From an optimization exercise on the open Yosys and OpenROAD flow, aimed at small area, a short achievable clock period and few clock cycles; shortcuts taken in it are not production practice.
In this exercise RTL edits were held to simulation tests only and were not proved equivalent to the original.
Power is estimated from default activity; no workload was simulated.

--- flow/design.v ---
package rfpwc_pkg;
    localparam int PADDR_W = 4;
    localparam int PDATA_W = 32;
    localparam logic [1:0] REG_MIN_WIDTH     = 2'd0;
    localparam logic [1:0] REG_MAX_WIDTH     = 2'd1;
    localparam logic [1:0] REG_SILENCE_LIMIT = 2'd2;
    localparam logic [1:0] REG_MIN_PULSES    = 2'd3;
    localparam logic [11:0] MIN_WIDTH_RST     = 12'd300;
    localparam logic [11:0] MAX_WIDTH_RST     = 12'd2500;
    localparam logic [15:0] SILENCE_LIMIT_RST = 16'd25000;
    localparam logic [9:0]  MIN_PULSES_RST    = 10'd45;
    localparam logic MODE_SAMPLE = 1'b0;
    localparam logic MODE_READ   = 1'b1;
    localparam logic [2:0] KIND_NONE         = 3'd0;
    localparam logic [2:0] KIND_FRAME_READY  = 3'd1;
    localparam logic [2:0] KIND_PULSE        = 3'd2;
    localparam logic [2:0] KIND_FRAME_DROP   = 3'd3;
    localparam logic [2:0] KIND_NOTHING_HELD = 3'd4;
    localparam logic [15:0] TICKS_MAX = 16'hFFFF;
    typedef struct packed {
        logic mode;
        logic pin_level;
    } item_t;
    typedef struct packed {
        logic [2:0]  kind;
        logic [11:0] pulse_width;
        logic        pulse_level;
        logic [9:0]  pulse_count;
        logic        last;
    } result_t;
    typedef struct packed {
        logic [11:0] min_width;
        logic [11:0] max_width;
        logic [15:0] silence_limit;
        logic [9:0]  min_pulses;
    } cfg_t;
    typedef struct packed {
        logic [2:0]  kind;
        logic        wr_en;
        logic        rd_en;
        logic [11:0] width;
        logic        level;
        logic [9:0]  count;
        logic        last;
    } cmd_t;
endpackage
module rfpwc_front #(
    parameter int MAX_PULSES = 128,
    parameter int ADDR_W     = 7
) (
    input  logic               clk,
    input  logic               rst_n,
    input  logic               valid,
    input  logic               go,
    input  rfpwc_pkg::item_t   item,
    input  rfpwc_pkg::cfg_t    cfg,
    output logic               st_we,
    output logic [7:0]         st_lo,
    output logic [15:0]        st_hi,
    output logic [12:0]        st_wdata,
    input  logic [12:0]        st_rdata,
    output logic               res_valid,
    output rfpwc_pkg::result_t res
);
    logic              level_reg;
    logic [15:0]       t_reg, t_next, t_inc;
    logic              t_sat;
    logic [ADDR_W:0]   count_reg;
    logic [ADDR_W-1:0] ptr_reg, ptr_next;   
    logic              ptr_step, ptr_clear;
    logic [7:0]        lo_reg;       
    logic [15:0]       hi_reg;       
    logic              level_next, held_next;
    logic [ADDR_W:0]   count_next;
    logic              held_reg;
    logic              gt_min_reg;   
    logic              lt_max_reg;   
    logic              gt_sil_reg;   
    logic              sample;
    logic              edge_s;
    logic              in_window;
    logic              has_room;
    logic              frame_end;
    logic              enough;
    logic              last;
    logic [ADDR_W-1:0] ptr_inc;
    assign sample    = valid && (item.mode == rfpwc_pkg::MODE_SAMPLE) && !held_reg;
    assign edge_s    = (item.pin_level != level_reg);
    assign in_window = gt_min_reg && lt_max_reg;
    assign has_room  = !count_reg[ADDR_W];
    assign frame_end = (count_reg != '0) && gt_sil_reg;
    assign enough    = ({2'd0, count_reg} >= cfg.min_pulses);
    assign ptr_inc   = ptr_reg + ADDR_W'(1);
    assign last      = ({1'b0, ptr_reg} + (ADDR_W+1)'(1) == count_reg);
    assign st_lo    = lo_reg;
    assign st_hi    = hi_reg;
    assign st_wdata = {t_reg[11:0], level_reg};
    assign st_we    = sample && edge_s && in_window && has_room;
    assign res_valid = valid;
    always_comb
    begin
        res = '0;
        if (item.mode == rfpwc_pkg::MODE_READ)
        begin
            if (!held_reg)
            begin
                res.kind = rfpwc_pkg::KIND_NOTHING_HELD;
            end
            else
            begin
                res.kind        = rfpwc_pkg::KIND_PULSE;
                res.pulse_width = st_rdata[12:1];
                res.pulse_level = st_rdata[0];
                res.pulse_count = 10'(count_reg);
                res.last        = last;
            end
        end
        else if (!held_reg && !edge_s && frame_end)
        begin
            res.kind        = enough ? rfpwc_pkg::KIND_FRAME_READY : rfpwc_pkg::KIND_FRAME_DROP;
            res.pulse_count = 10'(count_reg);
        end
    end
    assign t_sat = (t_reg == rfpwc_pkg::TICKS_MAX);
    assign t_inc = t_reg + 16'd1;
    always_comb
    begin
        t_next = t_reg;
        if (sample)
        begin
            if (edge_s)
            begin
                t_next = 16'd1;
            end
            else if (!t_sat)
            begin
                t_next = t_inc;
            end
        end
    end
    always_ff @(posedge clk or negedge rst_n)
    begin
        if (!rst_n)
        begin
            t_reg      <= 16'd1;
            gt_min_reg <= 1'b0;
            lt_max_reg <= 1'b1;
            gt_sil_reg <= 1'b0;
        end
        else if (go)
        begin
            t_reg <= t_next;
            if (sample && edge_s)
            begin
                gt_min_reg <= (cfg.min_width == 12'd0);
                lt_max_reg <= (cfg.max_width > 12'd1);
                gt_sil_reg <= (cfg.silence_limit == 16'd0);
            end
            else if (sample && !t_sat)
            begin
                gt_min_reg <= (t_reg >= {4'd0, cfg.min_width});
                lt_max_reg <= (t_inc < {4'd0, cfg.max_width});
                gt_sil_reg <= (t_reg >= cfg.silence_limit);
            end
            else
            begin
                gt_min_reg <= (t_reg > {4'd0, cfg.min_width});
                lt_max_reg <= (t_reg < {4'd0, cfg.max_width});
                gt_sil_reg <= (t_reg > cfg.silence_limit);
            end
        end
    end
    always_comb
    begin
        level_next = level_reg;
        count_next = count_reg;
        ptr_next   = ptr_reg;
        ptr_step   = 1'b0;
        ptr_clear  = 1'b0;
        held_next  = held_reg;
        if (valid)
        begin
            if (item.mode == rfpwc_pkg::MODE_READ)
            begin
                if (held_reg)
                begin
                    ptr_next = ptr_inc;
                    ptr_step = 1'b1;
                    if (last)
                    begin
                        held_next  = 1'b0;
                        count_next = '0;
                        ptr_next   = '0;
                        ptr_clear  = 1'b1;
                    end
                end
            end
            else if (!held_reg)
            begin
                if (edge_s)
                begin
                    level_next = item.pin_level;
                    if (in_window && has_room)
                    begin
                        count_next = count_reg + (ADDR_W+1)'(1);
                        ptr_next   = ptr_inc;
                        ptr_step   = 1'b1;
                    end
                end
                else if (frame_end)
                begin
                    ptr_next  = '0;
                    ptr_clear = 1'b1;
                    if (enough)
                    begin
                        held_next = 1'b1;
                    end
                    else
                    begin
                        count_next = '0;
                    end
                end
            end
        end
    end
    always_ff @(posedge clk or negedge rst_n)
    begin
        if (!rst_n)
        begin
            level_reg <= 1'b0;
            count_reg <= '0;
            ptr_reg   <= '0;
            lo_reg    <= 8'd1;
            hi_reg    <= 16'd1;
            held_reg  <= 1'b0;
        end
        else if (go)
        begin
            level_reg <= level_next;
            count_reg <= count_next;
            ptr_reg   <= ptr_next;
            if (ptr_clear)
            begin
                lo_reg <= 8'd1;
                hi_reg <= 16'd1;
            end
            else if (ptr_step)
            begin
                lo_reg <= {lo_reg[6:0], lo_reg[7]};
                if (lo_reg[7])
                begin
                    hi_reg <= {hi_reg[14:0], hi_reg[15]};
                end
            end
            held_reg  <= held_next;
        end
    end
endmodule
module rfpwc_queue (
    input  logic             clk,
    input  logic             rst_n,
    input  logic             item_valid,
    input  rfpwc_pkg::item_t item,
    output logic             item_stall,
    input  logic             pop,
    output logic             head_valid,
    output rfpwc_pkg::item_t head
);
    logic             hv_reg, sv_reg;
    rfpwc_pkg::item_t h_reg, s_reg;
    logic             push;
    logic             take;
    assign item_stall = sv_reg;
    assign push       = item_valid && !sv_reg;
    assign take       = pop && hv_reg;
    assign head_valid = hv_reg;
    assign head       = h_reg;
    always_ff @(posedge clk or negedge rst_n)
    begin
        if (!rst_n)
        begin
            hv_reg    <= 1'b0;
            sv_reg    <= 1'b0;
        end
        else
        begin
            if (!hv_reg || take)
            begin
                hv_reg <= sv_reg || push;
                sv_reg <= sv_reg && push;
            end
            else
            begin
                sv_reg <= sv_reg || push;
            end
        end
    end
    always_ff @(posedge clk)
    begin
        if (!hv_reg || take)
        begin
            h_reg <= sv_reg ? s_reg : item;
        end
        if (!sv_reg || ((!hv_reg || take) && sv_reg))
        begin
            s_reg <= item;
        end
    end
endmodule
module rfpwc_back #(
    parameter int MAX_PULSES = 128,
    parameter int LO_N       = 8,
    parameter int HI_N       = 16
) (
    input  logic                   clk,
    input  logic                   rst_n,
    input  logic                   st_we,
    input  logic [LO_N-1:0]        st_lo,
    input  logic [HI_N-1:0]        st_hi,
    input  logic [12:0]            st_wdata,
    output logic [12:0]            st_rdata,
    input  logic                   res_valid,
    input  rfpwc_pkg::result_t     res,
    output logic                   go,
    output logic                   result_valid,
    input  logic                   result_stall,
    output rfpwc_pkg::result_t     result
);
    logic [12:0]        store_mem [MAX_PULSES];
    logic [HI_N-1:0]    we_hi;
    logic [12:0]        col [LO_N];
    rfpwc_pkg::result_t out_reg;
    logic               out_valid_reg;
    assign we_hi = st_hi & {HI_N{st_we}};
    always_ff @(posedge clk)
    begin
        for (int i = 0; i < MAX_PULSES; i++)
        begin
            if (we_hi[i / LO_N] && st_lo[i % LO_N])
            begin
                store_mem[i] <= st_wdata;
            end
        end
    end
    always_comb
    begin
        st_rdata = '0;
        for (int k = 0; k < LO_N; k++)
        begin
            col[k] = '0;
            for (int j = 0; j < HI_N; j++)
            begin
                col[k] = col[k] | (store_mem[LO_N * j + k] & {13{st_hi[j]}});
            end
            st_rdata = st_rdata | (col[k] & {13{st_lo[k]}});
        end
    end
    assign go = !(out_valid_reg && result_stall);
    always_ff @(posedge clk or negedge rst_n)
    begin
        if (!rst_n)
        begin
            out_valid_reg <= 1'b0;
            out_reg       <= '0;
        end
        else if (go)
        begin
            out_valid_reg <= res_valid;
            out_reg       <= res;
        end
    end
    assign result_valid = out_valid_reg;
    assign result       = out_reg;
endmodule
module rf_pulse_width_capture #(
    parameter int MAX_PULSES = 128
) (
    input  logic                              clk,
    input  logic                              rst_n,
    input  logic                              item_valid,
    output logic                              item_stall,
    input  rfpwc_pkg::item_t                  item,
    output logic                              result_valid,
    input  logic                              result_stall,
    output rfpwc_pkg::result_t                result,
    input  logic                              psel,
    input  logic                              penable,
    input  logic                              pwrite,
    input  logic [rfpwc_pkg::PADDR_W-1:0]     paddr,
    input  logic [rfpwc_pkg::PDATA_W-1:0]     pwdata,
    output logic [rfpwc_pkg::PDATA_W-1:0]     prdata,
    output logic                              pready
);
    localparam int ADDR_W = $clog2(MAX_PULSES);
    rfpwc_pkg::cfg_t   cfg_reg;
    logic              cfg_wr;
    logic [1:0]        reg_sel;
    logic [15:0]       rd_sel;
    logic [15:0]       prdata_reg;
    logic              go;
    logic              f_valid;
    rfpwc_pkg::item_t  f_item;
    logic              res_valid;
    rfpwc_pkg::result_t res;
    logic              st_we;
    logic [7:0]        st_lo;
    logic [15:0]       st_hi;
    logic [12:0]       st_wdata;
    logic [12:0]       st_rdata;
    assign pready  = 1'b1;
    assign reg_sel = paddr[3:2];
    assign cfg_wr  = psel && penable && pwrite;
    always_ff @(posedge clk or negedge rst_n)
    begin
        if (!rst_n)
        begin
            cfg_reg.min_width     <= rfpwc_pkg::MIN_WIDTH_RST;
            cfg_reg.max_width     <= rfpwc_pkg::MAX_WIDTH_RST;
            cfg_reg.silence_limit <= rfpwc_pkg::SILENCE_LIMIT_RST;
            cfg_reg.min_pulses    <= rfpwc_pkg::MIN_PULSES_RST;
        end
        else if (cfg_wr)
        begin
            case (reg_sel)
                rfpwc_pkg::REG_MIN_WIDTH:     cfg_reg.min_width     <= pwdata[11:0];
                rfpwc_pkg::REG_MAX_WIDTH:     cfg_reg.max_width     <= pwdata[11:0];
                rfpwc_pkg::REG_SILENCE_LIMIT: cfg_reg.silence_limit <= pwdata[15:0];
                rfpwc_pkg::REG_MIN_PULSES:    cfg_reg.min_pulses    <= pwdata[9:0];
                default: ;
            endcase
        end
    end
    always_comb
    begin
        case (reg_sel)
            rfpwc_pkg::REG_MIN_WIDTH:     rd_sel = {4'd0, cfg_reg.min_width};
            rfpwc_pkg::REG_MAX_WIDTH:     rd_sel = {4'd0, cfg_reg.max_width};
            rfpwc_pkg::REG_SILENCE_LIMIT: rd_sel = cfg_reg.silence_limit;
            default:                      rd_sel = {6'd0, cfg_reg.min_pulses};
        endcase
    end
    always_ff @(posedge clk)
    begin
        prdata_reg <= rd_sel;
    end
    assign prdata = {16'd0, prdata_reg};
    rfpwc_queue u_in (
        .clk        (clk),
        .rst_n      (rst_n),
        .item_valid (item_valid),
        .item       (item),
        .item_stall (item_stall),
        .pop        (go),
        .head_valid (f_valid),
        .head       (f_item)
    );
    rfpwc_front #(
        .MAX_PULSES (MAX_PULSES),
        .ADDR_W     (ADDR_W)
    ) u_front (
        .clk       (clk),
        .rst_n     (rst_n),
        .valid     (f_valid),
        .go        (go),
        .item      (f_item),
        .cfg       (cfg_reg),
        .st_we     (st_we),
        .st_lo     (st_lo),
        .st_hi     (st_hi),
        .st_wdata  (st_wdata),
        .st_rdata  (st_rdata),
        .res_valid (res_valid),
        .res       (res)
    );
    rfpwc_back #(
        .MAX_PULSES (MAX_PULSES),
        .LO_N       (8),
        .HI_N       (16)
    ) u_back (
        .clk          (clk),
        .rst_n        (rst_n),
        .st_we        (st_we),
        .st_lo        (st_lo),
        .st_hi        (st_hi),
        .st_wdata     (st_wdata),
        .st_rdata     (st_rdata),
        .res_valid    (res_valid),
        .res          (res),
        .go           (go),
        .result_valid (result_valid),
        .result_stall (result_stall),
        .result       (result)
    );
endmodule
--- flow/flow/run.sh ---
#!/bin/bash
# The standard layout, with timing repair aimed at a tighter setup target
# than the 10 ns clock: the flow's SDC and clock are left as they are.
set -euo pipefail
bash standard.sh SETUP_SLACK_MARGIN=6.5 finish > flow.log 2>&1
--- flow/standard.sh ---
#!/bin/bash
# synth_recipe.tcl (not shown) runs the flow's synth.tcl, then flattens the netlist and writes it again
# the make line also repeats each setting of config.mk as NAME=value (left out here)
make -C /OpenROAD-flow-scripts/flow DESIGN_CONFIG=/design/flow/config.mk WORK_HOME=/design/flow/orfs CLKGATE_MAP_FILE= SYNTH_SCRIPT=/design/flow/synth_recipe.tcl "${@:-finish}"
--- flow/config.mk ---
export PLATFORM = sky130hd
export DESIGN_NAME = rf_pulse_width_capture
export DESIGN_NICKNAME = rf_pulse_width_capture
export VERILOG_FILES = /design/flow/design.v
export SDC_FILE = /design/flow/constraint.sdc
export NUM_CORES = 4
export LEC_CHECK = 0
export CAP_MARGIN = 20
export CORE_MARGIN = 2
export CORE_UTILIZATION = 50
export CTS_BUF_LIST = sky130_fd_sc_hd__clkbuf_16
export CTS_CLUSTER_DIAMETER = 100
export CTS_CLUSTER_SIZE = 20
export SLEW_MARGIN = 20
--- flow/constraint.sdc ---
create_clock -name core_clock -period 10.0 [get_ports {clk}]
set_input_delay 2.0000 -clock core_clock [delete_from_list [all_inputs] [get_ports {clk}]]
set_output_delay 2.0000 -clock core_clock [all_outputs]
set_load 0.01 [all_outputs]
==> metrics.md, run 1 <==
| Metric | Value |
|---|---|
| CP max stage delay | approximately 0.54 ns |
| CTS clk-pin slew, worst paths | approximately 0.09 ns |
| Syn_area_per_cell | around 18 µm² |
| Clock Path Buffers | 3 |
| Hold Buf Count CTS | 0 |
| WL final | approximately 200000 µm |
| Synth warn | 6 |
| Register area | between 0.05 and 0.06 mm² |
| Data arrival, critical path | 1.58 ns |
| Setup TNS | 0 ns |
| Routed wire per std cell | roughly 34 µm |
| First-pass GRT wire length | roughly 280000 µm |
| Vias | slightly below 40000 |
| Final min period | about 3.6 ns |
| Commonest non-fill, non-tap cells in the layout | edfxtp_1, a22o_1, a221oi_1 |
| Clock latency (worst-skew pair) | roughly 0.75 ns |
| Share of layout cells above drive strength 1 | 12.0% |
| Hold endpoint | u_back.out_reg[26] |
| RR Startpoint | u_front.hi_reg[11] |
| Max Clk Rate | roughly 0.28 GHz |
| Post-synth top area share | between 70% and 80% |
| Mux share of post-synthesis cell area | less than 1% |
| Die Y | 375 µm |
| Ys flop type | edfxtp_1 |
| CP Class | flip-flop to output port |
| Synth top area cells | edfxtp_1, a22o_1, a221oi_1 |
| H-tree levels | 3 |
| #FFs+latches synth | around 1800 |
| Antenna-violating nets left | 0 |
| Final #Nets | approximately 4000 |
| Design area | 0.0749 mm² |
| Hold Path Origin | u_back.out_reg[26] |
| Synth cell types | between 70 and 80 |
| Simple-Gate Fraction of Synth Area | 3.90% |
| Area of the multi-input gates | 0.0141 mm² |
| Post-Synth Adder-Cell Area | 1.16% |
| Ratio of final minimum period to clock period | ~36% |
| Hold Slack | 0.468 ns |
| Max-Cap Viols | 0 |
| Reg2reg setup slack | between 6 and 7 ns |
| Vias in the first global route | roughly 37000 |
| Die area | 0.141 mm² |
| CTS root buf | clkbuf_16 |
| Final setup fails | 0 |
| Skew final | between 0.02 and 0.03 ns |
| CTS Buf Count | 101 |
| Reg2reg end | u_back.out_reg[16] |
| Port Buffers | 69 |
| Fraction of registers with async set/reset | between 7 and 8% |
| Worst Max-Slew Pin Slew | 1.25 ns |
| Rel. slew slack | between 15 and 20% |
| Outcome | complete, no violations |
| CP top delay family | flip-flops |
| Seq/Total Area, Yosys | about four fifths |
| Synth Area in XOR/XNOR | less than 1% |
| Initial antenna violation count | 5 |
| First-iteration detailed-routing DRC count | about 5000 |
| Core ar. | 0.137 mm² |
| Commonest non-fill, non-tap cell in the layout | edfxtp_1 |
| Overflow left after global routing | 0 |
| Detail-routed via count per cell | 6.82 |
| P_leak | 25.1 nW |
| Max reg flops | about 1700 |
| Number of remaining DRC errors | 0 |
| RSZ-0062 raised after global routing | true |
| Worst VDD drop | between 0.15 and 0.2 mV |
| Design Power | ~15 mW |
| CP Cell Sequence | dlygate4sd2_1 |
| Area grow syn2layout | 8.91% |
| Pin count of the biggest net entering global routing | approximately 120 |
| Total GRT Usage | 27.5% |
| Routability congestion estimate | just under 0.8 |
| Type of element capturing the critical path | output port |
| Placed Area | between 0.07 and 0.08 mm² |
| DIE WIDTH | roughly 370 µm |
| DRT Pass-1 Iters | 5 |
| CP max stage cell | dfrtp_1 |
| Syn Inst Count | approximately 4000 |
| Clk sinks | 1822 |
| Compound-cell area share of the yosys netlist | roughly an eighth |
| Layout fillers | 10600 |
| # IOs | around 110 |
| Initial Util | approximately half |
| Site Rows | 136 |
| Hold crit path type | flip-flop to flip-flop |
| Yosys top cell by area | edfxtp_1 |
| Post-synth EDFFs | around 1700 |
| CP Launch Type | flip-flop |
| PD cells | 202 mW/mm² |
| Final max-slew violation count | 0 |
| Main combinational cell family by area after synthesis | compound AO/OA/AOI/OAI gates |
| Post-Syn Area | around 0.069 mm² |
| Max FO, Critical Path | 4 |
| Req. time, crit path | roughly 8.0 ns |
| Final hold violation count | 0 |
| Worst Hold Depth | 2 |
| Detailed placement HPWL | roughly 100000 µm |
| CTS tree | done |
| Buf+Inv Stages, Crit Path | 1 |
| Reg2reg path depth | 8 |
## power by group
| part | total, mW | internal (mW) | switching [mW] |
|---|---|---|---|
| Clock | 4.25 | 1.85 | 2.40 |
| Combinational | 1.94 | 0.618 | 1.32 |
| Sequential | 8.91 | 8.56 | 0.356 |
## cell type report
type                            instances  share of cell area [%]
Sequential cell                      1822                    72.1
Multi-Input combinational cell       1722                    18.8
Clock buffer                          102                    3.41
Tap cell                             1794                    3.00
Timing Repair Buffer                  153                    2.01
Clock inverter                         57                   0.362
Inverter                               59                   0.296
Antenna cell                            1                 0.00334
## tightest hold or removal path: stages (launching register included)
cell     delay (ns)
dfrtp_1        0.34
nand2_1        0.05
nand2_1        0.05
## kinds of logic (layout without fill, tap and decap cells)
family / count (synthesis) / after routing
other: 2 / 20
multiplexers: 41 / 41
AO/OA/AOI/OAI: 1097 / 1097
AND/OR/NAND/NOR: 478 / 481
buffers and inverters: 362 / 371
XOR/XNOR: 20 / 20
adder cells (fa/ha/maj): 64 / 64
flip-flops: 1822 / 1822
## through the flow
stage	cells	setup WS [ns]	utilization (%)
detailed placement	5525	5.33	52.0
floorplan	3903	6.40	-
global placement	5525	5.39	52.0
global route	5709	6.32	54.7
finish	5710	6.42	54.7
CTS	5700	6.49	54.3
## cell usage after synthesis, types with 9 or more instances
library cell,number
o21ai_0,68
nand2_1,74
a22oi_1,54
dfrtp_1,115
a221oi_1,417
nor4_1,15
o31ai_1,9
dfstp_2,23
xnor2_1,13
dfxtp_1,16
inv_1,59
buf_4,22
buf_1,37
nand4_1,129
edfxtp_1,1668
nor2_1,43
mux2_2,28
nor3_1,15
clkbuf_1,235
mux4_2,10
a21o_1,9
and3_1,132
nand3_1,23
and2_1,9
a21oi_1,25
a22o_1,464
ha_1,64
## metal layers
metal,routed length (µm),part of all wire [%],GRT usage (%)
met1,82000,42,39.9
met2,92500,47,43.4
met3,16700,8.5,4.12
met4,5490,2.8,8.11
met5,25,0.013,0
## worst max-delay path by stage
stage	start	endpoint	slack [ns]	depth (start not counted)
global route	u_front.t_reg[0]	u_front.lt_max_reg	6.32	11
finish	u_back.out_valid_reg	result_valid	6.42	1
detailed placement	result_stall	u_front.hi_reg[3]	5.33	7
floorplan	u_front.level_reg	u_back.store_mem[0][0]	6.40	3
global placement	result_stall	u_front.hi_reg[12]	5.39	8
CTS	result_stall	u_front.lt_max_reg	6.49	7
## timing repair
| action | 4_1_cts | 5_1_grt |
|---|---|---|
| cloned | 2 | 1 |
| gates resized for setup | 221 | 114 |
| pin swaps | 1 | 4 |
| buffers inserted | 14 | 7 |
| hold endpoints to repair | 0 | 0 |
| setup endpoints to repair | 1681 | 1400 |
Testbench counts, summed over its fixed seeds: cycles 178,936.
==> run 2, diff against run 1 <==
--- a/flow/config.mk
+++ b/flow/config.mk
@@ -7,8 +7,8 @@
 export LEC_CHECK = 0
 export CAP_MARGIN = 20
 export CORE_MARGIN = 2
-export CORE_UTILIZATION = 50
+export CORE_UTILIZATION = 60
 export CTS_BUF_LIST = sky130_fd_sc_hd__clkbuf_16
 export CTS_CLUSTER_DIAMETER = 100
-export CTS_CLUSTER_SIZE = 20
+export CTS_CLUSTER_SIZE = 25
 export SLEW_MARGIN = 20
==> metrics.md, run 2 <==
| Metric | Value |
|---|---|
| Vias | approximately 39000 |
| Placed Area | 0.0709 mm² |
| Commonest non-fill, non-tap cell in the layout | edfxtp_1 |
| Post-Synth Adder-Cell Area | under 10% |
| Detail-routed via count per cell | 7.32 |
| CP Launch Type | input port |
| Syn Inst Count | roughly 3900 |
| Post-synth top area share | between 70 and 80% |
| #FFs+latches synth | about 1800 |
| Initial Util | approximately three fifths |
| Worst setup slack after placement | 5.41 ns |
| Max Clk Rate | 0.278 GHz |
| Most frequent cells after synthesis | edfxtp_1, a22o_1, a221oi_1 |
| Hold endpoint | u_back.out_reg[24] |
| Post-synth EDFFs | about 1700 |
| Reg2reg path depth | 11 |
| PD cells | 198 mW/mm² |
| First-pass GRT wire length | about 270000 µm |
| Skew final | between 0.04 and 0.05 ns |
| Req. time, crit path | roughly 11 ns |
| Buf+Inv Stages, Crit Path | 1 |
| Area grow syn2layout | 7.38% |
| CP max stage cell | and2_4 |
| H-tree levels | 3 |
| Port Buffers | between 60 and 70 |
| Synth warn | 6 |
| CP top delay family | simple AND/OR/NAND/NOR gates |
| Detailed placement HPWL | between 100000 and 150000 µm |
| Worst Max-Slew Pin Slew | approximately 1.1 ns |
| Rel. slew slack | roughly a quarter |
| CP Class | input port to flip-flop |
| Yosys top cell by area | edfxtp_1 |
| Final hold violation count | 0 |
| DRT Pass-1 Iters | 6 |
| Design area | around 0.074 mm² |
| CP max stage delay | 0.50 ns |
| Clk sinks | between 1500 and 2000 |
| Clock latency (worst-skew pair) | 0.71 ns |
| Routed wire per std cell | about 36 µm |
| Reg2reg setup slack | ~6.4 ns |
| Max-Cap Viols | 0 |
| P_leak | 24.9 nW |
| Core ar. | approximately 0.11 mm² |
| Final min period | approximately 3.6 ns |
| Post-Syn Area | just under 0.07 mm² |
| Main combinational cell family by area after synthesis | compound AO/OA/AOI/OAI gates |
| Die area | 0.117 mm² |
| Syn_area_per_cell | 17.7 µm² |
| Reg2reg end | u_front.lt_max_reg |
| First-iteration detailed-routing DRC count | roughly 5600 |
| Hold Path Origin | u_back.out_reg[24] |
| CTS clk-pin slew, worst paths | around 0.11 ns |
| Compound-cell area share of the yosys netlist | between 10% and 20% |
| Synth Area in XOR/XNOR | 0.255% |
| Hold Slack | slightly below 0.5 ns |
| Simple-Gate Fraction of Synth Area | a little under 4% |
| Die Y | 343 µm |
| Routability congestion estimate | about 0.86 |
| Design Power | about 15 mW |
| CP startpoint | result_stall |
| CTS Buf Count | 82 |
| RR Startpoint | u_front.t_reg[4] |
| Overflow left after global routing | 0 |
| Layout fillers | 7843 |
| Ratio of final minimum period to clock period | between 30% and 40% |
| Ys flop type | edfxtp_1 |
| Clock Path Buffers | 3 |
| # IOs | 107 |
| Synth top area cells | edfxtp_1, a22o_1, a221oi_1 |
| Vias in the first global route | around 38000 |
| Commonest non-fill, non-tap cells in the layout | edfxtp_1, a22o_1, a221oi_1 |
| CP Cell Sequence | clkdlybuf4s50_1, and2_4, o31ai_1, a2111oi_0, nand3_1, or4_1, nand2_1 |
| Worst Hold Depth | 2 |
| Antenna-violating nets left | 0 |
| RSZ-0062 raised after global routing | true |
| Total GRT Usage | between 30% and 40% |
| Final setup fails | 0 |
| Max reg flops | between 1500 and 2000 |
| DIE WIDTH | between 300 and 400 µm |
| Top-count cell post-synth | edfxtp_1 |
| Number of remaining DRC errors | 0 |
| WL final | approximately 190000 µm |
| Pin count of the biggest net entering global routing | slightly below 100 |
| CTS root buf | clkbuf_16 |
| CTS tree | done |
| Share of layout cells above drive strength 1 | 10.4% |
| Final max-slew violation count | 0 |
| Worst VDD drop | 0.217 mV |
| Hold crit path type | flip-flop to flip-flop |
| Setup ws final | around 6.4 ns |
| Outcome | complete, no violations |
| Initial antenna violation count | 2 |
| Max FO, Critical Path | 38 |
| Data arrival, critical path | between 4 and 5 ns |
| Final #Nets | 3950 |
| Hold Buf Count CTS | 0 |
| Setup TNS | 0 ns |
| Type of element capturing the critical path | flip-flop |
| Site Rows | approximately 120 |
| Seq/Total Area, Yosys | between 70% and 80% |
| Mux share of post-synthesis cell area | less than 1% |
| Synth cell types | 73 |
| Fraction of registers with async set/reset | ~7.6% |
[run 2: metal layers]
layer | vias up | share of wire, % | global-route usage (%)
met3 | 280 | 11 | 5.70
met1 | 20600 | 40 | 47.9
met4 | 2 | 2.5 | 8.44
met2 | 2435 | 47 | 52.1
li1 | 16100 | - | -
met5 | - | 0.0067 | 0
[run 2: cells by family after synthesis]
family,after synthesis
flops,1822
compound gates,1097
simple gates,478
buf+inv,362
fa+ha+maj,64
mux,41
xor+xnor,20
other cells,2
[run 2: what timing repair did]
item                                     CTS  global route
resized for setup                        175            67
cloned                                     1             1
endpoints found under the setup margin  1510           971
pin swaps                                  1             1
setup buffers                             13             6
[run 2: worst reg2reg max path: cells and delay by family (launching register included)]
family	cells	cell delay, ns
simple gates	6	1.41
flops	1	0.82
compound gates	3	0.76
fa+ha+maj	1	0.32
xor+xnor	1	0.18
[run 2: cell type report]
| class | count | area [µm²] | area share, % |
|---|---|---|---|
| Antenna cell | 2 | 5.00 | 0.00678 |
| Inverter | 59 | 221 | 0.300 |
| Sequential cell | 1822 | 54000 | 73.1 |
| Timing Repair Buffer | 156 | 1550 | 2.10 |
| Clock buffer | 84 | 2100 | 2.85 |
| Clock inverter | 40 | 169 | 0.229 |
| Tap cell | 1512 | 1890 | 2.56 |
| Multi-Input combinational cell | 1720 | 13900 | 18.8 |
[run 2: per-stage QoR]
stage / cells / utilization [%]
2_1_floorplan: 3903 / -
3_3_place_gp: 5248 / 62.2
3_5_place_dp: 5248 / 62.2
4_1_cts: 5386 / 64.5
5_1_grt: 5393 / 64.8
6_report: 5395 / 64.8
[run 2: worst max-delay path by stage]
stage          slack (ns)  cells after the start                endpoint
2_1_floorplan        6.40                      3  u_back.store_mem[0][0]
3_3_place_gp         5.41                      7      u_front.lt_max_reg
3_5_place_dp         5.41                      7      u_front.lt_max_reg
4_1_cts              6.28                     11      u_front.lt_max_reg
5_1_grt              6.32                     11      u_front.lt_max_reg
6_report             6.40                      7      u_front.lt_max_reg
[run 2: power breakdown]
part           leakage, nW  total (mW)  internal, mW  switching (mW)
clock                 1.25        3.77          1.53            2.24
combinational         5.87        1.97         0.640            1.33
sequential            17.8        8.90          8.55           0.347
==> run 3, diff against run 2 <==
--- a/flow/config.mk
+++ b/flow/config.mk
@@ -7,7 +7,7 @@
 export LEC_CHECK = 0
 export CAP_MARGIN = 20
 export CORE_MARGIN = 2
-export CORE_UTILIZATION = 60
+export CORE_UTILIZATION = 65
 export CTS_BUF_LIST = sky130_fd_sc_hd__clkbuf_16
 export CTS_CLUSTER_DIAMETER = 100
 export CTS_CLUSTER_SIZE = 25
==> metrics.md, run 3 <==
| Metric | Value |
|---|---|
| Outcome | complete, no violations |
| CTS clk-pin slew, worst paths | 0.11 ns |
| Vias in the first global route | between 30000 and 40000 |
| Ratio of final minimum period to clock period | approximately a third |
| Final max-slew violation count | 0 |
| Detail-routed via count per cell | 7.55 |
| Total GRT Usage | a little over a third |
| Worst VDD drop | roughly 0.16 mV |
| Design Power | between 10 and 15 mW |
| Worst Max-Slew Pin Slew | between 1 and 1.5 ns |
| Placed Area | 0.0707 mm² |
| CP Launch Type | flip-flop |
| H-tree levels | 3 |
| Routability congestion estimate | 0.861 |
| Type of element capturing the critical path | flip-flop |
| Ys flop type | edfxtp_1 |
| Commonest non-fill, non-tap cells in the layout | edfxtp_1, a22o_1, a221oi_1 |
| Die area | approximately 0.11 mm² |
| Hold endpoint | u_back.out_reg[25] |
| Core ar. | about 0.11 mm² |
| RSZ-0062 raised after global routing | true |
| Final hold violation count | 0 |
| Final #Nets | 3948 |
| Antenna-violating nets left | 0 |
| Skew final | around 0.030 ns |
| Initial Util | 65.4% |
| Top-count cell post-synth | edfxtp_1 |
| Synth warn | 6 |
| Switching share of power | a little over a quarter |
| Synth top area cells | edfxtp_1, a22o_1, a221oi_1 |
| Number of remaining DRC errors | 0 |
| Simple-Gate Fraction of Synth Area | approximately 3.9% |
| DIE WIDTH | 329 µm |
| Rel. slew slack | 26.3% |
| Vias | 39800 |
| Clock Path Buffers | 3 |
| Main combinational cell family by area after synthesis | compound AO/OA/AOI/OAI gates |
| Pin count of the biggest net entering global routing | 129 |
| Hold Path Origin | u_back.out_reg[25] |
| Seq pwr share | 60.7% |
| PD cells | 199 mW/mm² |
| Hold crit path type | flip-flop to flip-flop |
| Setup TNS | 0 ns |
| First-iteration detailed-routing DRC count | between 5000 and 6000 |
| Synth Area in XOR/XNOR | less than 1% |
| Initial antenna violation count | 5 |
| Routed wire per std cell | 36.1 µm |
| Final min period | around 3.5 ns |
| Max Clk Rate | around 0.28 GHz |
| Syn Inst Count | 3886 |
| DRT Pass-1 Iters | 7 |
| Worst Hold Depth | 2 |
| Fraction of registers with async set/reset | between 7 and 8% |
| P_leak | roughly 25 nW |
| Max FO, Critical Path | 42 |
| Die Y | between 300 and 400 µm |
| Internal Power | about 11 mW |
| Compound-cell area share of the yosys netlist | around an eighth |
| Seq/Total Area, Yosys | about four fifths |
| Reg2reg path depth | 7 |
| Comb pwr share | a little over an eighth |
| Data arrival, critical path | around 4.2 ns |
| Max reg flops | between 1500 and 2000 |
| Share of layout cells above drive strength 1 | a little over a tenth |
| Yosys top cell by area | edfxtp_1 |
| Post-synth top area share | 72.8% |
| Commonest non-fill, non-tap cell in the layout | edfxtp_1 |
| RR Startpoint | u_front.hi_reg[0] |
| Hold Slack | ~0.51 ns |
| Switching power | 3.93 mW |
| CTS tree | done |
| WL final | ~190000 µm |
| Area grow syn2layout | 7.02% |
| CTS Buf Count | between 80 and 90 |
| Detailed placement HPWL | about 100000 µm |
| Clk sinks | roughly 1800 |
| Final setup fails | 0 |
| CTS root buf | clkbuf_16 |
| Site Rows | approximately 120 |
| Port Buffers | between 60 and 70 |
| Synth cell types | 73 |
| Reg2reg end | u_back.out_reg[18] |
| Max-Cap Viols | 0 |
| Mux share of post-synthesis cell area | less than 1% |
| Post-Synth Adder-Cell Area | under 10% |
| Syn_area_per_cell | 17.7 µm² |
| Most frequent cells after synthesis | edfxtp_1, a22o_1, a221oi_1 |
| Design area | 0.0736 mm² |
| #FFs+latches synth | between 1500 and 2000 |
| First-pass GRT wire length | ~270000 µm |
| CP Class | flip-flop to flip-flop |
| Post-synth EDFFs | approximately 1700 |
| Overflow left after global routing | 0 |
| Post-Syn Area | just under 0.07 mm² |
| Reg2reg setup slack | approximately 6.5 ns |
| # IOs | 107 |
| Req. time, crit path | around 11 ns |
| Clock latency (worst-skew pair) | about 0.7 ns |
| Clk pwr share | approximately a quarter |
==> run 3: cell types whose count changed in the layout (fill, tap and decap cells not counted), sizes merged <==
cell | before | now
buf | 86 | 83
clkbuf | 86 | 89
clkdlybuf4s15 | 10 | 4
clkdlybuf4s50 | 25 | 23
diode | 2 | 1
dlygate4sd2 | 33 | 39
inv | 97 | 98
==> run 3: cell type report <==
class	instances	area, µm²
antenna	1	2.50
clock buffer	84	2100
clock inverter	41	173
fill	6651	31500
inverter	59	221
multi-input combinational	1720	13800
sequential	1822	54000
tap	1391	1740
timing repair buffer	154	1540
==> run 3: worst max path at each step <==
stage	slack (ns)	cells after the start	endpoint	from
finish	6.47	7	u_back.out_reg[18]	u_front.hi_reg[0]
global route	6.35	12	u_front.lt_max_reg	u_front.t_reg[0]
CTS	6.26	11	u_front.lt_max_reg	u_front.t_reg[2]
detailed placement	5.29	5	cfg_reg[10]	paddr[2]
global placement	5.43	5	cfg_reg[10]	paddr[2]
floorplan	6.40	3	u_back.store_mem[0][0]	u_front.level_reg
==> run 3: cell families after synthesis <==
kind of cell,Yosys count
DFF,1822
AOI/OAI and AO/OA,1097
and+or+nand+nor,478
buffers and inverters,362
adders and majority gates,64
muxes,41
xor gates and xnor gates,20
other,2
==> run 3: what timing repair did <==
action,CTS,global route
pin swaps,1,2
resized for setup,173,48
hold buffers,0,0
buffers inserted,14,7
setup endpoints to repair,1517,250
gates cloned,1,2
==> run 3: worst max-delay path, stage by stage, from the launching register on <==
cell,delay [ns]
dfstp_4,0.98
buf_6,0.50
buf_4,0.65
a221oi_1,0.23
nand4_1,0.44
a22oi_1,0.23
nand4_1,0.15
a22o_1,0.14
==> run 3: power by group through the flow <==
stage / logic, mW / registers [mW] / clock network [mW]
2_1_floorplan: 1.02 / 8.91 / 0
3_3_place_gp: 1.79 / 9.08 / 0
3_5_place_dp: 1.82 / 9.09 / 0
4_1_cts: 1.92 / 8.88 / 3.78
5_1_grt: 2.09 / 8.91 / 4.02
6_report: 2.01 / 8.90 / 3.77
==> run 3: per-stage QoR <==
stage               worst slack [ns]  util, %  std cells
floorplan                       6.40        -       3903
finish                          6.47     70.0       5272
CTS                             6.26     69.7       5262
detailed placement              5.29     67.2       5122
global placement                5.43     67.2       5122
global route                    6.35     70.0       5271
==> run 3: per-layer routing <==
layer	track usage (%)	up-vias	routed length, µm
li1	-	16100	-
met1	50.5	20600	72100
met2	54.6	2740	89500
met3	6.10	351	21700
met4	11.1	0	6770
met5	0	-	0
==> run 4, diff against run 3 <==
==> flow/flow/run.sh (replaced) <==
#!/bin/bash
# The standard layout, with timing repair aimed at a tighter setup target
# than the 10 ns clock: the flow's SDC and clock are left as they are.
set -euo pipefail
bash standard.sh SETUP_SLACK_MARGIN=6.65 finish > flow.log 2>&1
--- a/flow/config.mk
+++ b/flow/config.mk
@@ -7,7 +7,7 @@
 export LEC_CHECK = 0
 export CAP_MARGIN = 20
 export CORE_MARGIN = 2
-export CORE_UTILIZATION = 65
+export CORE_UTILIZATION = 60
 export CTS_BUF_LIST = sky130_fd_sc_hd__clkbuf_16
 export CTS_CLUSTER_DIAMETER = 100
 export CTS_CLUSTER_SIZE = 25
==> metrics.md, run 4 <==
| Metric | Value |
|---|---|
| Initial Util | a little over 60% |
| CP max stage delay | around 0.60 ns |
| Max-Cap Viols | 0 |
| Clock Path Buffers | 3 |
| Vias | slightly below 40000 |
| Final hold violation count | 0 |
| First-iteration detailed-routing DRC count | about 5700 |
| PD cells | between 150 and 200 mW/mm² |
| Most frequent cells after synthesis | edfxtp_1, a22o_1, a221oi_1 |
| Routability congestion estimate | ~0.88 |
| Outcome | complete, no violations |
| # IOs | around 110 |
| Core ar. | 0.114 mm² |
| WL final | slightly below 200000 µm |
| Syn Inst Count | between 3000 and 4000 |
| Hold crit path type | flip-flop to flip-flop |
| Ys flop type | edfxtp_1 |
| Hold endpoint | u_back.out_reg[26] |
| Type of element capturing the critical path | flip-flop |
| Pin count of the biggest net entering global routing | 113 |
| Req. time, crit path | roughly 11 ns |
| Clock latency (worst-skew pair) | 0.71 ns |
| Clk pwr share | 25.8% |
| Seq/Total Area, Yosys | between 70% and 80% |
| Vias in the first global route | about 38000 |
| CTS tree | done |
| Ratio of final minimum period to clock period | 34.9% |
| Site Rows | 124 |
| Simple-Gate Fraction of Synth Area | just under 4% |
| Worst Max-Slew Pin Slew | approximately 1.2 ns |
| CP top delay family | simple AND/OR/NAND/NOR gates |
| CTS root buf | clkbuf_16 |
| Main combinational cell family by area after synthesis | compound AO/OA/AOI/OAI gates |
| Overflow left after global routing | 0 |
| RSZ-0062 raised after global routing | true |
| Design Power | about 15 mW |
| Number of remaining DRC errors | 0 |
| Max FO, Critical Path | 37 |
| CP Class | flip-flop to flip-flop |
| Reg2reg setup slack | 6.51 ns |
| Max reg flops | ~1700 |
| Syn_area_per_cell | 17.7 µm² |
| Compound-cell area share of the yosys netlist | roughly an eighth |
| Skew final | about 0.025 ns |
| #FFs+latches synth | ~1800 |
| Final #Nets | ~4000 |
| H-tree levels | 3 |
| Detail-routed via count per cell | 7.30 |
| CP Cell Sequence | buf_16, nand4_1, nor2_2, nand2_1, xnor2_1, ha_1, a21o_1, a21o_1, a2111oi_1, nand3_1, or4_1, nand2_1 |
| RR Startpoint | u_front.t_reg[3] |
| Yosys top cell by area | edfxtp_1 |
| Hold Path Origin | u_back.out_reg[26] |
| Switching power | ~3.9 mW |
| Hold Slack | just under 0.5 ns |
| Max Clk Rate | between 0.2 and 0.3 GHz |
| Total GRT Usage | ~33% |
| Detailed placement HPWL | slightly above 100000 µm |
| Seq pwr share | between 60 and 70% |
| Final setup fails | 0 |
| Commonest non-fill, non-tap cell in the layout | edfxtp_1 |
| Final max-slew violation count | 0 |
| Fraction of registers with async set/reset | ~7.6% |
| Rel. slew slack | 22.3% |
| Synth top area cells | edfxtp_1, a22o_1, a221oi_1 |
| Die area | between 0.1 and 0.15 mm² |
| Hold Buf Count CTS | 0 |
| CTS Buf Count | 82 |
| Share of layout cells above drive strength 1 | 11.9% |
| Top-count cell post-synth | edfxtp_1 |
| DIE WIDTH | 343 µm |
| P_leak | roughly 25 nW |
| Buf+Inv Stages, Crit Path | 1 |
| Synth Area in XOR/XNOR | less than 1% |
| Reg2reg end | u_front.lt_max_reg |
| Post-synth EDFFs | around 1700 |
| Clk sinks | between 1500 and 2000 |
| Initial antenna violation count | 2 |
| Antenna-violating nets left | 0 |
| DRT Pass-1 Iters | 5 |
| Area grow syn2layout | 7.73% |
| Worst Hold Depth | 2 |
| Internal Power | around 11 mW |
| Worst VDD drop | about 0.13 mV |
| Mux share of post-synthesis cell area | 0.835% |
| Switching share of power | a little over a quarter |
| Comb pwr share | 13.3% |
| Setup TNS | 0 ns |
| Post-synth top area share | 72.8% |
| CP max stage cell | dfrtp_4 |
| Reg2reg path depth | 12 |
| Port Buffers | 69 |
| Final min period | 3.49 ns |
| Post-Syn Area | between 0.06 and 0.07 mm² |
| Die Y | ~340 µm |
| Layout fillers | between 7000 and 8000 |
| Post-Synth Adder-Cell Area | roughly 1.2% |
| Routed wire per std cell | 36.0 µm |
| CTS clk-pin slew, worst paths | approximately 0.11 ns |
| Synth cell types | between 70 and 80 |
| First-pass GRT wire length | ~270000 µm |
| Commonest non-fill, non-tap cells in the layout | edfxtp_1, a22o_1, a221oi_1 |
| CP Launch Type | flip-flop |
| Synth warn | 6 |
| Data arrival, critical path | 4.13 ns |
run 4: logic make-up (layout without fill, tap and decap cells):
| family | count (synthesis) | after routing |
|---|---|---|
| flops | 1822 | 1822 |
| compound gates | 1097 | 1097 |
| simple gates | 478 | 481 |
| buf+inv | 362 | 342 |
| fa+ha+maj | 64 | 64 |
| mux | 41 | 41 |
| xor+xnor | 20 | 20 |
| other cells | 2 | 21 |
run 4: cell type report:
type | count | area, µm² | share of cell area, %
Tap cell | 1512 | 1890 | 2.55
Inverter | 59 | 221 | 0.299
Multi-Input combinational cell | 1722 | 14100 | 19.0
Sequential cell | 1822 | 54000 | 72.9
Clock buffer | 84 | 2100 | 2.84
Antenna cell | 2 | 5.00 | 0.00675
Clock inverter | 40 | 169 | 0.228
Timing Repair Buffer | 159 | 1620 | 2.19
run 4: worst max-delay path by stage:
stage                               endpoint  slack (ns)             start  depth (start not counted)
after floorplan           u_front.lt_max_reg        6.46  u_front.t_reg[0]                         11
after global placement    u_front.lt_max_reg        5.38      result_stall                          7
after detailed placement  u_front.lt_max_reg        5.35      result_stall                          7
after CTS                 u_front.lt_max_reg        6.40  u_front.t_reg[3]                         12
after global routing      u_front.lt_max_reg        6.28  u_front.t_reg[3]                         12
final                     u_front.lt_max_reg        6.51  u_front.t_reg[3]                         12
run 4: power groups by stage:
stage / sequential [mW] / clock [mW] / combinational (mW)
5_1_grt: 8.93 / 4.05 / 2.05
4_1_cts: 8.90 / 3.80 / 1.89
2_1_floorplan: 8.90 / 0 / 1.02
3_5_place_dp: 9.07 / 0 / 1.84
6_report: 8.92 / 3.77 / 1.94
3_3_place_gp: 9.06 / 0 / 1.81
run 4: worst register-to-register path, cell delays in order (launching register included):
cell and delay, ns:
dfrtp_4 0.60, buf_16 0.24, nand4_1 0.33, nor2_2 0.29, nand2_1 0.12, xnor2_1 0.19
ha_1 0.32, a21o_1 0.16, a21o_1 0.17, a2111oi_1 0.41, nand3_1 0.12, or4_1 0.42
nand2_1 0.08
run 4: per-stage QoR:
step / cells / setup WS [ns] / cell area, µm² / util (%)
after floorplan: 3903 / 6.46 / 68900 / -
after global placement: 5245 / 5.38 / 70900 / 62.2
after detailed placement: 5245 / 5.35 / 70900 / 62.2
after CTS: 5385 / 6.40 / 73700 / 64.6
after global routing: 5398 / 6.28 / 74100 / 65.0
final: 5400 / 6.51 / 74100 / 65.0
run 4: what timing repair did:
action / 4_1_cts / 5_1_grt
buffers inserted: 13 / 12
gates cloned: 3 / 1
pin swaps: 2 / 3
resized for setup: 296 / 77
setup endpoints to repair: 1751 / 792
run 4: layer usage:
| layer | vias up | track usage (%) | wire length [µm] |
|---|---|---|---|
| met5 | - | 0 | 0 |
| met4 | 0 | 8.67 | 5210 |
| li1 | 16200 | - | - |
| met2 | 2296 | 51.1 | 90800 |
| met3 | 299 | 6.13 | 20200 |
| met1 | 20600 | 47.9 | 78300 |
==> run 5, diff against run 4 <==
--- a/flow/config.mk
+++ b/flow/config.mk
@@ -7,7 +7,7 @@
 export LEC_CHECK = 0
 export CAP_MARGIN = 20
 export CORE_MARGIN = 2
-export CORE_UTILIZATION = 60
+export CORE_UTILIZATION = 65
 export CTS_BUF_LIST = sky130_fd_sc_hd__clkbuf_16
 export CTS_CLUSTER_DIAMETER = 100
 export CTS_CLUSTER_SIZE = 25
==> metrics.md, run 5 <==
| Metric | Value |
|---|---|
| Setup TNS | 0 ns |
| Antenna diodes | 0 |
| CP Launch Type | flip-flop |
| # IOs | about 110 |
| Yosys top cell by area | edfxtp_1 |
| Reg2reg setup slack | between 6 and 7 ns |
| Max FO, Critical Path | 36 |
| CP top delay family | simple AND/OR/NAND/NOR gates |
| Top-count cell post-synth | edfxtp_1 |
| Post-Syn Area | between 0.06 and 0.07 mm² |
| Vias in the first global route | 37600 |
| Req. time, crit path | approximately 10 ns |
| Clock Path Buffers | 3 |
| Vias | slightly below 40000 |
| Number of remaining DRC errors | 0 |
| Initial antenna violation count | 3 |
| Seq/Total Area, Yosys | about four fifths |
| Routed wire per std cell | ~36 µm |
| RR Startpoint | u_front.level_reg |
| CTS tree | done |
| Clk sinks | ~1800 |
| CP max stage cell | and3_1 |
| Commonest non-fill, non-tap cell in the layout | edfxtp_1 |
| Design area | between 0.07 and 0.08 mm² |
| DRT Pass-1 Iters | 8 |
| Met3 routed WL | roughly 23000 µm |
| P_leak | 24.9 nW |
| Commonest non-fill, non-tap cells in the layout | edfxtp_1, a22o_1, a221oi_1 |
| CTS Buf Count | a little over 80 |
| CP max stage delay | between 0.8 and 0.9 ns |
| Max-Cap Viols | 0 |
| Cell mode on critical path | buf_4 |
| PD cells | between 150 and 200 mW/mm² |
| Detailed placement HPWL | between 90000 and 100000 µm |
| Syn Inst Count | between 3000 and 4000 |
| H-tree levels | 3 |
| CP Cell Sequence | xor2_1, buf_4, nand3_2, nor2_4, buf_4, and3_1 |
| RSZ-0062 raised after global routing | true |
| Site Rows | around 120 |
| Synth cell types | 73 |
| Data arrival, critical path | roughly 3.6 ns |
| Final min period | ~3.3 ns |
| Synth warn | 6 |
| CTS clk-pin slew, worst paths | about 0.10 ns |
| First-iteration detailed-routing DRC count | approximately 6300 |
| Buf+Inv Stages, Crit Path | 2 |
| Final hold violation count | 0 |
| CP Class | flip-flop to flip-flop |
| Pin count of the biggest net entering global routing | 115 |
| Die Y | 329 µm |
| Outcome | complete, no violations |
| Met2 wire len | 89400 µm |
| Core ar. | roughly 0.11 mm² |
| Final #Nets | approximately 4000 |
| Syn_area_per_cell | between 15 and 20 µm² |
| Fraction of registers with async set/reset | approximately 7.6% |
| Antenna-violating nets left | 0 |
| Worst VDD drop | ~0.18 mV |
| Port Buffers | 69 |
| Ys flop type | edfxtp_1 |
| Placed Area | slightly above 0.07 mm² |
| Rel. slew slack | about a quarter |
| Worst Hold Depth | 2 |
| Top Layer Used | met5 |
| Post-synth top area share | around 73% |
| WL final | 189000 µm |
| Finished Core Util | 70.2% |
| Reg2reg end | u_back.store_mem[48][0] |
| Detail-routed via count per cell | between 7 and 8 |
| Max reg flops | ~1700 |
| Ratio of final minimum period to clock period | about 33% |
| Total GRT Usage | a little over a third |
| Final setup fails | 0 |
| M1 WL | between 70000 and 80000 µm |
| Reg2reg path depth | 6 |
| Hold endpoint | u_back.out_reg[26] |
| Die area | ~0.11 mm² |
| Max Clk Rate | 0.300 GHz |
| First-pass GRT wire length | 268000 µm |
| Final max-slew violation count | 0 |
| Initial Util | between 60 and 70% |
| Worst Max-Slew Pin Slew | roughly 1.1 ns |
| Clock latency (worst-skew pair) | around 0.71 ns |
| Most frequent cells after synthesis | edfxtp_1, a22o_1, a221oi_1 |
| Overflow left after global routing | 0 |
| Area grow syn2layout | 7.36% |
| Hold crit path type | flip-flop to flip-flop |
| Synth top area cells | edfxtp_1, a22o_1, a221oi_1 |
| Hold Path Origin | u_back.out_reg[26] |
| Share of layout cells above drive strength 1 | 12.1% |
| DIE WIDTH | roughly 330 µm |
| CTS root buf | clkbuf_16 |
| Routability congestion estimate | about 0.88 |
| Skew final | between 0.03 and 0.04 ns |
| #FFs+latches synth | roughly 1800 |
| Post-synth EDFFs | ~1700 |
| Type of element capturing the critical path | flip-flop |
[run 5: cell types whose count changed in the layout (fill, tap and decap cells not counted), moves of 3 or more]
cell             delta
dfrtp_2             +3
buf_16              -5
buf_4               -9
and3_4             -30
buf_2               +9
clkdlybuf4s15_2     -4
buf_8              +14
dfrtp_1             -3
and3_2             +28
[run 5: per-stage QoR]
stage | power, mW | std cells | setup WS [ns] | hold slack [ns]
after floorplan | 9.93 | 3903 | 6.46 | 0.464
after detailed placement | 10.9 | 5123 | 5.44 | 0.462
after CTS | 14.6 | 5278 | 6.65 | 0.491
final | 14.6 | 5283 | 6.67 | 0.486
after global placement | 10.9 | 5123 | 5.40 | 0.466
after global routing | 15.0 | 5283 | 6.47 | 0.522
[run 5: cell type report]
class,count,area (µm²)
sequential,1822,54000
fill,6604,31300
multi-input combinational,1721,14000
clock buffer,85,2130
tap,1391,1740
timing repair buffer,164,1610
inverter,59,221
clock inverter,41,165
[run 5: timing repair]
| action | 4_1_cts | 5_1_grt |
|---|---|---|
| gates resized for setup | 290 | 76 |
| hold buffers | 0 | 0 |
| setup buffers | 27 | 5 |
| pin swaps | 8 | 7 |
| setup endpoints to repair | 1701 | 1295 |
| gates cloned | 2 | 0 |
[run 5: logic make-up (layout without fill, tap and decap cells)]
family / count (synthesis) / after routing / synth area share [%]
flip-flops: 1822 / 1822 / 78.4
AO/OA/AOI/OAI: 1097 / 1097 / 13.4
AND/OR/NAND/NOR: 478 / 480 / 3.90
buffers and inverters: 362 / 349 / 2.13
adder cells (fa/ha/maj): 64 / 64 / 1.16
multiplexers: 41 / 41 / 0.835
XOR/XNOR: 20 / 20 / 0.255
other: 2 / 19 / 0.0109
[run 5: routing by layer]
| layer | track usage (%) | up-vias |
|---|---|---|
| met4 | 9.99 | 2 |
| met2 | 54.9 | 2642 |
| met5 | 0 | - |
| met1 | 50.6 | 20400 |
| met3 | 7.22 | 258 |
| li1 | - | 16200 |
[run 5: power breakdown]
group	total, mW	internal [mW]	switching [mW]
combinational	1.97	0.656	1.32
sequential	8.91	8.55	0.359
clock	3.76	1.55	2.21
total	14.6	10.8	3.89
[run 5: worst max path at each step]
stage	cells after the start	endpoint	from
floorplan	11	u_front.lt_max_reg	u_front.t_reg[0]
global placement	8	u_front.lt_max_reg	result_stall
detailed placement	8	u_front.lt_max_reg	result_stall
CTS	1	result[12]	u_back.out_reg[12]
global route	11	u_front.lt_max_reg	u_front.t_reg[0]
finish	6	u_back.store_mem[48][0]	u_front.level_reg
[run 5: worst register-to-register path, stage by stage (launching register included)]
cell and delay [ns]:
dfrtp_4 0.69, xor2_1 0.20, buf_4 0.26, nand3_2 0.41, nor2_4 0.27, buf_4 0.25
and3_1 0.88
==> run 6, diff against run 5 <==
--- a/flow/design.v
+++ b/flow/design.v
@@ -396,7 +396,6 @@
     logic              cfg_wr;
     logic [1:0]        reg_sel;
     logic [15:0]       rd_sel;
-    logic [15:0]       prdata_reg;
     logic              go;
     logic              f_valid;
     rfpwc_pkg::item_t  f_item;
@@ -439,11 +438,7 @@
             default:                      rd_sel = {6'd0, cfg_reg.min_pulses};
         endcase
     end
-    always_ff @(posedge clk)
-    begin
-        prdata_reg <= rd_sel;
-    end
-    assign prdata = {16'd0, prdata_reg};
+    assign prdata = {16'd0, rd_sel};
     rfpwc_queue u_in (
         .clk        (clk),
         .rst_n      (rst_n),
==> flow/flow/run.sh (replaced) <==
#!/bin/bash
# The standard layout, with timing repair aimed at a tighter setup target
# than the 10 ns clock: the flow's SDC and clock are left as they are.
set -euo pipefail
bash standard.sh SETUP_SLACK_MARGIN=5.5 finish > flow.log 2>&1
--- a/flow/config.mk
+++ b/flow/config.mk
@@ -7,7 +7,7 @@
 export LEC_CHECK = 0
 export CAP_MARGIN = 20
 export CORE_MARGIN = 2
-export CORE_UTILIZATION = 65
+export CORE_UTILIZATION = 60
 export CTS_BUF_LIST = sky130_fd_sc_hd__clkbuf_16
 export CTS_CLUSTER_DIAMETER = 100
 export CTS_CLUSTER_SIZE = 25
==> metrics.md, run 6 <==
| Metric | Value |
|---|---|
| Pin count of the biggest net entering global routing | around 110 |
| Seq/Total Area, Yosys | between 70% and 80% |
| Yosys top cell by area | edfxtp_1 |
| Synth top area cells | edfxtp_1, a22o_1, a221oi_1 |
| First-pass GRT wire length | roughly 270000 µm |
| PD cells | about 200 mW/mm² |
| Syn_area_per_cell | about 18 µm² |
| First-iteration detailed-routing DRC count | 5788 |
| Register area | 0.0537 mm² |
| DRT Pass-1 Iters | 6 |
| Skew final | 0.0303 ns |
| Type of element capturing the critical path | output port |
| Data arrival, critical path | about 2.8 ns |
| #FFs+latches synth | 1806 |
| # IOs | 107 |
| Req. time, crit path | roughly 8.0 ns |
| CP Launch Type | input port |
| Synth cell types | between 70 and 80 |
| Share of layout cells above drive strength 1 | between 7 and 8% |
| Max Clk Rate | approximately 0.21 GHz |
| Post-synth EDFFs | 1668 |
| Port Buffers | 69 |
| H-tree levels | 3 |
| Total GRT Usage | between 30% and 40% |
| CTS root buf | clkbuf_16 |
| Detail-routed via count per cell | around 7.3 |
| Fraction of registers with async set/reset | under 10% |
| Worst Max-Slew Pin Slew | approximately 1.1 ns |
| Routability congestion estimate | roughly 0.85 |
| Commonest non-fill, non-tap cell in the layout | edfxtp_1 |
| Routed wire per std cell | roughly 36 µm |
| Post-Syn Area | slightly below 0.07 mm² |
| Max FO, Critical Path | 7 |
| Layout fillers | about 7800 |
| Final min period | a little under 5 ns |
| Overflow left after global routing | 0 |
| Max reg flops | around 1700 |
| WL final | just under 200000 µm |
| Site Rows | between 100 and 150 |
| DIE WIDTH | approximately 340 µm |
| Synth warn | 6 |
| Clk sinks | about 1800 |
| Antenna-violating nets left | 0 |
| Outcome | complete, no violations |
| RSZ-0062 raised after global routing | true |
| Post-synth top area share | between 70% and 80% |
| Top-count cell post-synth | edfxtp_1 |
| Antenna diodes | 0 |
| Worst VDD drop | ~0.19 mV |
| Area grow syn2layout | 6.69% |
| Most frequent cells after synthesis | edfxtp_1, a22o_1, a221oi_1 |
| Final max-slew violation count | 0 |
| CP Class | input port to output port |
| Die area | approximately 0.12 mm² |
| CTS tree | done |
| P_leak | roughly 24 nW |
| Number of remaining DRC errors | 0 |
| Finished Core Util | approximately 65% |
| Initial antenna violation count | 7 |
| Rel. slew slack | approximately a quarter |
| Setup TNS | 0 ns |
| Vias | 39500 |
| Initial Util | around three fifths |
| Ys flop type | edfxtp_1 |
| Core ar. | 0.113 mm² |
| Hold crit path type | flip-flop to flip-flop |
| Final #Nets | about 3900 |
| Max-Cap Viols | 0 |
| Clock latency (worst-skew pair) | ~0.7 ns |
| Clock Path Buffers | 3 |
| Detailed placement HPWL | slightly above 100000 µm |
| Final setup fails | 0 |
| Commonest non-fill, non-tap cells in the layout | edfxtp_1, a22o_1, a221oi_1 |
| Area of the multi-input gates | around 0.014 mm² |
| Die Y | roughly 340 µm |
| Syn Inst Count | a little under 4000 |
| Ratio of final minimum period to clock period | 48.1% |
| CTS clk-pin slew, worst paths | about 0.10 ns |
| CTS Buf Count | 82 |
| Final hold violation count | 0 |
| Vias in the first global route | roughly 38000 |
==> run 6: cell count changes after synthesis, sizes merged, moves of 6 or more <==
cell and delta:
a221o -6, mux2 -13, o21ai +22, dfxtp -16, nand2 +34, nor3b -7, nand3 +11, a22o -12
==> run 6: logic make-up after synthesis <==
| logic type | after synthesis | synth area share, % |
|---|---|---|
| muxes | 28 | 0.620 |
| xor gates and xnor gates | 20 | 0.256 |
| DFF | 1806 | 78.3 |
| buffers and inverters | 360 | 2.11 |
| adders and majority gates | 64 | 1.17 |
| AOI/OAI and AO/OA | 1099 | 13.3 |
| and+or+nand+nor | 519 | 4.23 |
| other | 2 | 0.0110 |
==> run 6: through the flow <==
step / hold slack (ns) / instance area (µm²) / setup WS, ns / cells / power [mW]
2_1_floorplan: 0.469 / 68500 / 5.22 / 3915 / 10.0
3_5_place_dp: 0.476 / 70500 / 3.63 / 5245 / 10.9
4_1_cts: 0.509 / 72900 / 5.18 / 5379 / 14.6
5_1_grt: 0.528 / 73000 / 5.17 / 5381 / 15.0
3_3_place_gp: 0.467 / 70500 / 3.73 / 5245 / 10.9
6_report: 0.503 / 73000 / 5.19 / 5381 / 14.6
==> run 6: area by class of cell <==
cell class | count | share of cell area [%]
clock buffer | 84 | 2.88
sequential | 1806 | 73.6
inverter | 62 | 0.319
clock inverter | 41 | 0.257
multi-input combinational | 1749 | 18.5
timing repair buffer | 139 | 1.90
tap | 1500 | 2.57
==> run 6: worst paths after layout <==
path                                    startpoint  slack, ns  cells past startpoint                  to
max in group asynchronous                    rst_n       7.20                      2   u_front.hi_reg[4]
worst min-delay path            u_back.out_reg[26]       0.50                      2  u_back.out_reg[26]
worst max-delay path                      paddr[2]       5.19                      3           prdata[3]
worst max register to register    u_front.t_reg[0]       6.00                      7    u_front.t_reg[9]
min in group asynchronous                    rst_n       1.32                      1         cfg_reg[25]
worst min register to register  u_back.out_reg[26]       0.50                      2  u_back.out_reg[26]
==> run 6: routing by layer <==
metal,GRT usage (%),wire length (µm)
met4,9.05,5710
met3,6.42,20400
met5,0,85
met2,52.6,92000
met1,47.2,75600
==> run 6: power by group <==
group	switching, mW	leakage (nW)	internal (mW)	total (mW)
registers	0.285	16.7	8.56	8.85
logic	1.31	5.67	0.665	1.97
clock network	2.23	1.26	1.54	3.77
total	3.83	23.7	10.8	14.6
==> run 6: timing repair <==
action,in CTS,in global routing
hold buffers,0,0
pin swaps,2,2
gates resized for setup,110,7
buffers inserted,8,1
endpoints found under the setup margin,73,16
cloned,1,0
==> run 6: worst max-delay path, stage by stage <==
cell	delay, ns
buf_16	0.11
mux4_2	0.55
buf_6	0.15
Testbench counts of run 6, summed over its fixed seeds: cycles 178,936.

[port drivers added, routing unchanged]
No port has a modelled driver above. Below, the same layouts with a new extraction and two added sets of constraints. Step 1 sets driving cells, clkbuf_16 on the clock port and buf_2 on the other inputs (assumed; they add their load-dependent delay and slew). Step 2 times the ports against the registers' clock, not the clock port: input delays grow and output delays shrink by t, the midpoint of the rising clock arrivals with the driver on. Slacks: ideal / step 1 / step 2; pairs: ideal / step 1.
| run | shift t [ns] | slack for setup (ns) | pins driven straight from the clock port |
|---|---|---|---|
| run 1 | 0.818 | 6.423 / 6.341 / 5.989 | 1 |
| run 2 | 0.771 | 6.404 / 6.439 / 5.692 | 1 |
| run 3 | 0.770 | 6.471 / 6.435 / 5.796 | 1 |
| run 4 | 0.769 | 6.514 / 6.514 / 6.028 | 1 |
| run 5 | 0.762 | 6.668 / 6.604 / 6.015 | 1 |
| run 6 | 0.766 | 5.192 / 5.028 / 5.028 | 1 |
After both steps every run listed still meets setup and hold. For run 2, which loses most, drivers alone change the setup slack by +0.035 ns; drivers and shift together by -0.712 ns.
